Context: an optimization exercise on an open-source flow, tuned for small area, a short achievable clock period and few clock cycles per item. The choices shown serve that exercise and are no tape-out recipe. No functional check of the RTL was part of any run shown here.

## flow/design.v (module list and top-level ports; edited modules follow where they fit)
// module fp_mul_pipe: 2047 lines
// module fp_mul_fa: 10 lines
// module fp_mul_ha: 9 lines
// module fp_mul_sched: 80 lines
// module fp_mul_sched_top: 33 lines
module fp_mul_sched_top (
    input  logic         clk,
    input  logic         reset_n,
    input  logic [3:0]   req_valid,
    input  logic [127:0] req_x,
    input  logic [127:0] req_y,
    output logic [3:0]   req_ready,
    output logic         res_valid,
    input  logic         res_ready,
    output logic [1:0]   res_id,
    output logic [31:0]  res_data,
    output logic [4:0]   res_flags,
    output logic         busy
);
  // ...
==> flow/flow/run.sh <==
#!/bin/bash
# Layout flow: the standard flow (standard.sh) with two changes after synthesis:
# the port buffers are the small sky130_fd_sc_hd__buf_1 instead of the delay cell
# buffer_ports picks by default, and timing repair may swap a cell for one with a
# different footprint (MATCH_CELL_FOOTPRINT=0), so those buffers can be resized.
# Synthesis is the standard one, unchanged. Each step's output goes to its own log here.
set -uo pipefail
bash standard.sh synth > synth.log 2>&1 || exit 1
bash standard.sh "BUFFER_PORTS_ARGS=-buffer_cell sky130_fd_sc_hd__buf_1" MATCH_CELL_FOOTPRINT=0 finish > layout.log 2>&1 || exit 1
==> flow/standard.sh <==
#!/bin/bash
# synth_recipe.tcl (not shown) runs the flow's synth.tcl, then flattens the netlist and writes it again
# the make line also repeats each setting of config.mk as NAME=value (left out here)
make -C /OpenROAD-flow-scripts/flow DESIGN_CONFIG=/design/flow/config.mk WORK_HOME=/design/flow/orfs CLKGATE_MAP_FILE= SYNTH_SCRIPT=/design/flow/synth_recipe.tcl "${@:-finish}"
==> flow/config.mk <==
export PLATFORM = sky130hd
export DESIGN_NAME = fp_mul_sched_top
export DESIGN_NICKNAME = fp_mul_sched_top
export VERILOG_FILES = /design/flow/design.v
export SDC_FILE = /design/flow/constraint.sdc
export NUM_CORES = 4
export LEC_CHECK = 0
export CAP_MARGIN = 20
export CORE_MARGIN = 2
export CORE_UTILIZATION = 40
export SETUP_SLACK_MARGIN = 3.0
export SLEW_MARGIN = 20
export SYNTH_HIERARCHICAL = 1
==> flow/constraint.sdc <==
create_clock -name core_clock -period 10.5 [get_ports {clk}]
set_input_delay 2.1000 -clock core_clock [delete_from_list [all_inputs] [get_ports {clk}]]
set_output_delay 2.1000 -clock core_clock [all_outputs]
set_load 0.01 [all_outputs]
==> reports/qor.csv, run 1 <==
metric,value,unit
crit path from,req_valid[2],
final worst slack,3080,ps
Synthesis Warnings,8,
Startpoint Class,input pin,
worst-margin pin slew,1050,ps
total CTS buffers,17,
Post-synth EDFFs,124,
chip height,234,microns
FF+latch count,127,
Simple-Gate Fraction of Synth Area,0.0872,
largest family of logic cells by synthesized area,adder cells,
Reg with most FFs,u_sched.u_mul.mq,
largest net degree at the start of global routing,85,
outcome,timing/DRC/antenna clean,
"area leader, netlist",fa_1,
Clock Path Buffers,2,
max FFs per register,105,
R2R cell count,14,
total routed wirelength,74.7,mm
Tcrit/Tclk final,0.707,
GR met1 Demand/Resource,0.379,
core area,52600,sq um
asr flop ratio synth,0.0236,
Bufs and invs on worst path,2,
critical path's slowest cell,a221o_4,
Post-CTS Setup Inserts,0,
comb_multi_in,1669,
DR vias/cell,6.05,
skew final,19.2,ps
Worst R2R End,u_sched.u_mul.lcq,
worst hold start,u_sched.last_q[1],
CP Capture Point,u_sched.u_mul.lcq,
top post-synthesis cells by area,"fa_1, edfxtp_1, xnor2_1",
worst hold endpoint,u_sched.last_q[1],
IO Pins,308,
bufs w/o clock,359,
==> run 2, diff against run 1 <==
--- a/flow/config.mk
+++ b/flow/config.mk
@@ -8,6 +8,6 @@
 export CAP_MARGIN = 20
 export CORE_MARGIN = 2
 export CORE_UTILIZATION = 40
-export SETUP_SLACK_MARGIN = 3.0
+export SETUP_SLACK_MARGIN = 3.5
 export SLEW_MARGIN = 20
 export SYNTH_HIERARCHICAL = 1
==> reports/qor.csv, run 2 <==
metric,value,unit,change
sequential area share after synthesis,0.179,,unchanged
share of layout cells above drive strength 1,0.0804,,was 0.0703
Worst EP arrival,7140,ps,was 7630 ps
GRT Util Overall,0.279,,was 0.272
Synthesis Warnings,8,,unchanged
Reg2Reg Setup Slack,4850,ps,was 4350 ps
most used routing layer,met2,,unchanged
DP Area,22700,sq um,about the same
"FF+latch count, synth",127,,unchanged
DRT antenna net count,0,,unchanged
Die Wd,234,microns,unchanged
Top Registers,"u_sched.u_mul.mq: 105 flops, u_sched.u_mul.e0_q: 8 flops",,unchanged
met2 Usage GRT,0.441,,was 0.430
worst hold path class,reg2reg,,unchanged
GP Congestion,0.950,,was 0.962
"Hold Vio Cnt, Final",0,,unchanged
"commonest non-fill, non-tap cells in the layout","buf_1, xnor2_1, fa_1, a22oi_1, edfxtp_1",,unchanged
GR Util met3,0.0514,,was 0.0564
Setup TNS Final,0,ps,unchanged
"Clk pin slew, worst setup/hold paths",70,ps,about the same
Tcrit/Tclk final,0.664,,was 0.707
worst-margin pin slew,1050,ps,about the same
Skew-Pair Late Insertion Delay,460,ps,about the same
Post-synth EDFFs,124,,unchanged
Finished Layout Cells,3003,,"was 2,993"
CTS sink count,127,,unchanged
worst hold endpoint,u_sched.last_q[1],,unchanged
CP Max Fanout,35,,was 64
Post-CTS Hold Buffers,0,,unchanged
skew final,17.5,ps,was 19.2 ps
first-pass GRT wire length,115,mm,was 112 mm
WP data required,10670,ps,"was 10,710 ps"
Slew Limit Fails,0,,unchanged
setup violators final,0,,unchanged
"count leader, synth",xnor2_1,,unchanged
fillcell total,5012,,"was 5,121"
antenna violations before repair,3,,was 1
"area leader, netlist",fa_1,,unchanged
hold path cells,2,,unchanged
Starting Density,0.404,,unchanged
Core Rows,84,,unchanged
RSZ-0062 raised after global routing,yes,,unchanged
asr flop ratio synth,0.0236,,unchanged
Port-buffer cells,307,,unchanged
vias in the first global route,18300,,"was 18,200"
Final #Nets,2944,,"was 2,937"
grt total ovfl,0,,unchanged
Syn Area/Cell,9.97,sq um,unchanged
Fmax,143,MHz,was 135 MHz
relative slew slack,0.294,,was 0.298
DR vias/cell,6.11,,was 6.05
Worst R2R End,u_sched.u_mul.mq[45],,was u_sched.u_mul.lcq
"commonest non-fill, non-tap cell in the layout",buf_1,,unchanged
max FFs per register,105,,unchanged
Critical Path End Type,flop,,unchanged
chip height,234,microns,unchanged
register area,3800,sq um,unchanged
"Distinct cells, synth",83,,unchanged
R2R Path Start,u_sched.last_q[0],,was u_sched.last_q[1]
Total Die Area,54900,sq um,unchanged
Max-cap violations,0,,unchanged
CTS H-tree depth,4,,unchanged
GR met1 Demand/Resource,0.388,,was 0.379
IO Pins,308,,unchanged
dpl hpwl,55.4,mm,was 55.7 mm
P&R area growth vs syn,11.6,%,was 10.0%
root buffer cell,clkbuf_16,,unchanged
Post-route DRC,0,,unchanged
total routed wirelength,76.4,mm,was 74.7 mm
drt wl/cell,25.4,microns,was 25.0 microns
Clock Path Buffers,2,,unchanged
CTS tree,yes,,unchanged
outcome,timing/DRC/antenna clean,,unchanged
area of the multi-input gates,16300,sq um,"was 16,100 sq um"
largest net degree at the start of global routing,88,,was 85
R2R cell count,12,,was 14
Synth top area share,0.244,,unchanged
TritonRoute pass-1 iters,6,,unchanged
"Cell Area, Synth",21200,sq um,unchanged
Final min period,6970,ps,was 7420 ps
syn nets,2773,,unchanged
Startpoint Class,input pin,,unchanged
placed instance count,2958,,"was 2,960"
First DRT Iteration DRCs,1786,,"was 1,678"
Reg with most FFs,u_sched.u_mul.mq,,unchanged
via count,18300,,"was 18,100"
total CTS buffers,17,,unchanged
synth cell count leaders,"xnor2_1, fa_1, a22oi_1, clkbuf_1, edfxtp_1",,unchanged
critical path class,in2reg,,unchanged
worst hold start,u_sched.last_q[1],,unchanged
Main synth FF type,edfxtp_1,,unchanged
core area,52600,sq um,unchanged
post-route design area,23700,sq um,"was 23,400 sq um"
Syn Inst Count,2129,,unchanged
top post-synthesis cells by area,"fa_1, edfxtp_1, xnor2_1",,unchanged
run 2: cells by family (layout without fill, tap and decap cells):
group,count (synthesis),count (layout),synth area share
AO/OA/AOI/OAI,601,606,0.217
adder cells (fa/ha/maj),381,381,0.316
AND/OR/NAND/NOR,358,360,0.0872
buffers and inverters,334,511,0.0656
XOR/XNOR,324,324,0.134
flip-flops,127,127,0.179
multiplexers,3,3,0.00147
other,1,3,0.000177
run 2: how the worst max path moves through the flow:
| stage | start | end | slack, ps | cells past startpoint |
|---|---|---|---|---|
| after global placement | req_valid[0] | u_sched.u_mul.lcq | 2250 | 16 |
| after global routing | req_valid[0] | u_sched.u_mul.lcq | 3450 | 15 |
| after CTS | req_valid[2] | u_sched.u_mul.lcq | 3510 | 15 |
| final | req_valid[0] | u_sched.u_mul.mq[45] | 3530 | 12 |
| after floorplan | res_ready | req_ready[3] | 3470 | 3 |
| after detailed placement | req_valid[0] | u_sched.u_mul.lcq | 2180 | 14 |
run 2: Yosys stat by module (local to each module, per instance), excerpt:
module       cell area [sq um]  flops+latches
fp_mul_fa                 20.0              0
fp_mul_ha                 12.5              0
fp_mul_pipe              13500            122
run 2: cell type report:
| cell class | count | share of cell area |
|---|---|---|
| clock buffer | 18 | 0.0181 |
| tap | 688 | 0.0363 |
| antenna | 2 | 0.000211 |
| inverter | 119 | 0.0222 |
| sequential | 127 | 0.160 |
| multi-input combinational | 1675 | 0.689 |
| timing repair buffer | 359 | 0.0671 |
| timing repair inverter | 1 | 0.000370 |
| clock inverter | 14 | 0.00618 |
run 2: what timing repair did:
action,CTS,global route
resized for setup,42,39
setup buffers,1,2
hold endpoints to repair,0,0
gates cloned,3,5
pin swaps,4,5
endpoints found under the setup margin,97,65
run 2: per-stage QoR:
| stage | setup WS, ps | hold slack [ps] | util |
|---|---|---|---|
| global placement | 2250 | 572 | 0.432 |
| finish | 3530 | 627 | 0.451 |
| detailed placement | 2180 | 583 | 0.432 |
| floorplan | 3470 | 568 | - |
| global route | 3450 | 662 | 0.451 |
| CTS | 3510 | 594 | 0.446 |
run 2: critical path, cell delays in order:
cell and delay (ps):
clkbuf_4 270, o21ai_1 400, o211a_4 360, o2bb2ai_1 280, a221o_1 860, buf_4 370
a22oi_1 110, xnor2_1 410, fa_1 540, fa_1 520, fa_1 420, fa_1 470
run 2: layer usage:
| metal | share of wire | routed length (microns) |
|---|---|---|
| met5 | 0.00014 | 11 |
| met2 | 0.46 | 34900 |
| met3 | 0.082 | 6290 |
| met1 | 0.43 | 33000 |
| met4 | 0.029 | 2200 |

==> what the ideal ports hide <==
No port has a modelled driver above. Below, the same layouts with a new extraction and two added sets of constraints. Step 1: set_driving_cell puts a clkbuf_16 on clk and a buf_2 on each other input, an assumption about the parent block. Step 2 times the ports against the registers' clock, not the clock port: input delays grow and output delays shrink by t, the midpoint of the rising clock arrivals with the driver on. a / b / c = ideal / step 1 / step 2; a / b = the first two.
| run | t (ns) | slack for setup (ns) | worst slew at a driven data input, ns |
|---|---|---|---|
| run 1 | 0.502 | 3.081 / 3.086 / 2.583 | 0.10 |
| run 2 | 0.498 | 3.528 / 3.546 / 3.047 | 0.11 |
After both steps setup and hold are still met in every run listed. For run 1, which loses most, drivers alone change the setup slack by +0.005 ns; drivers and shift together by -0.498 ns.
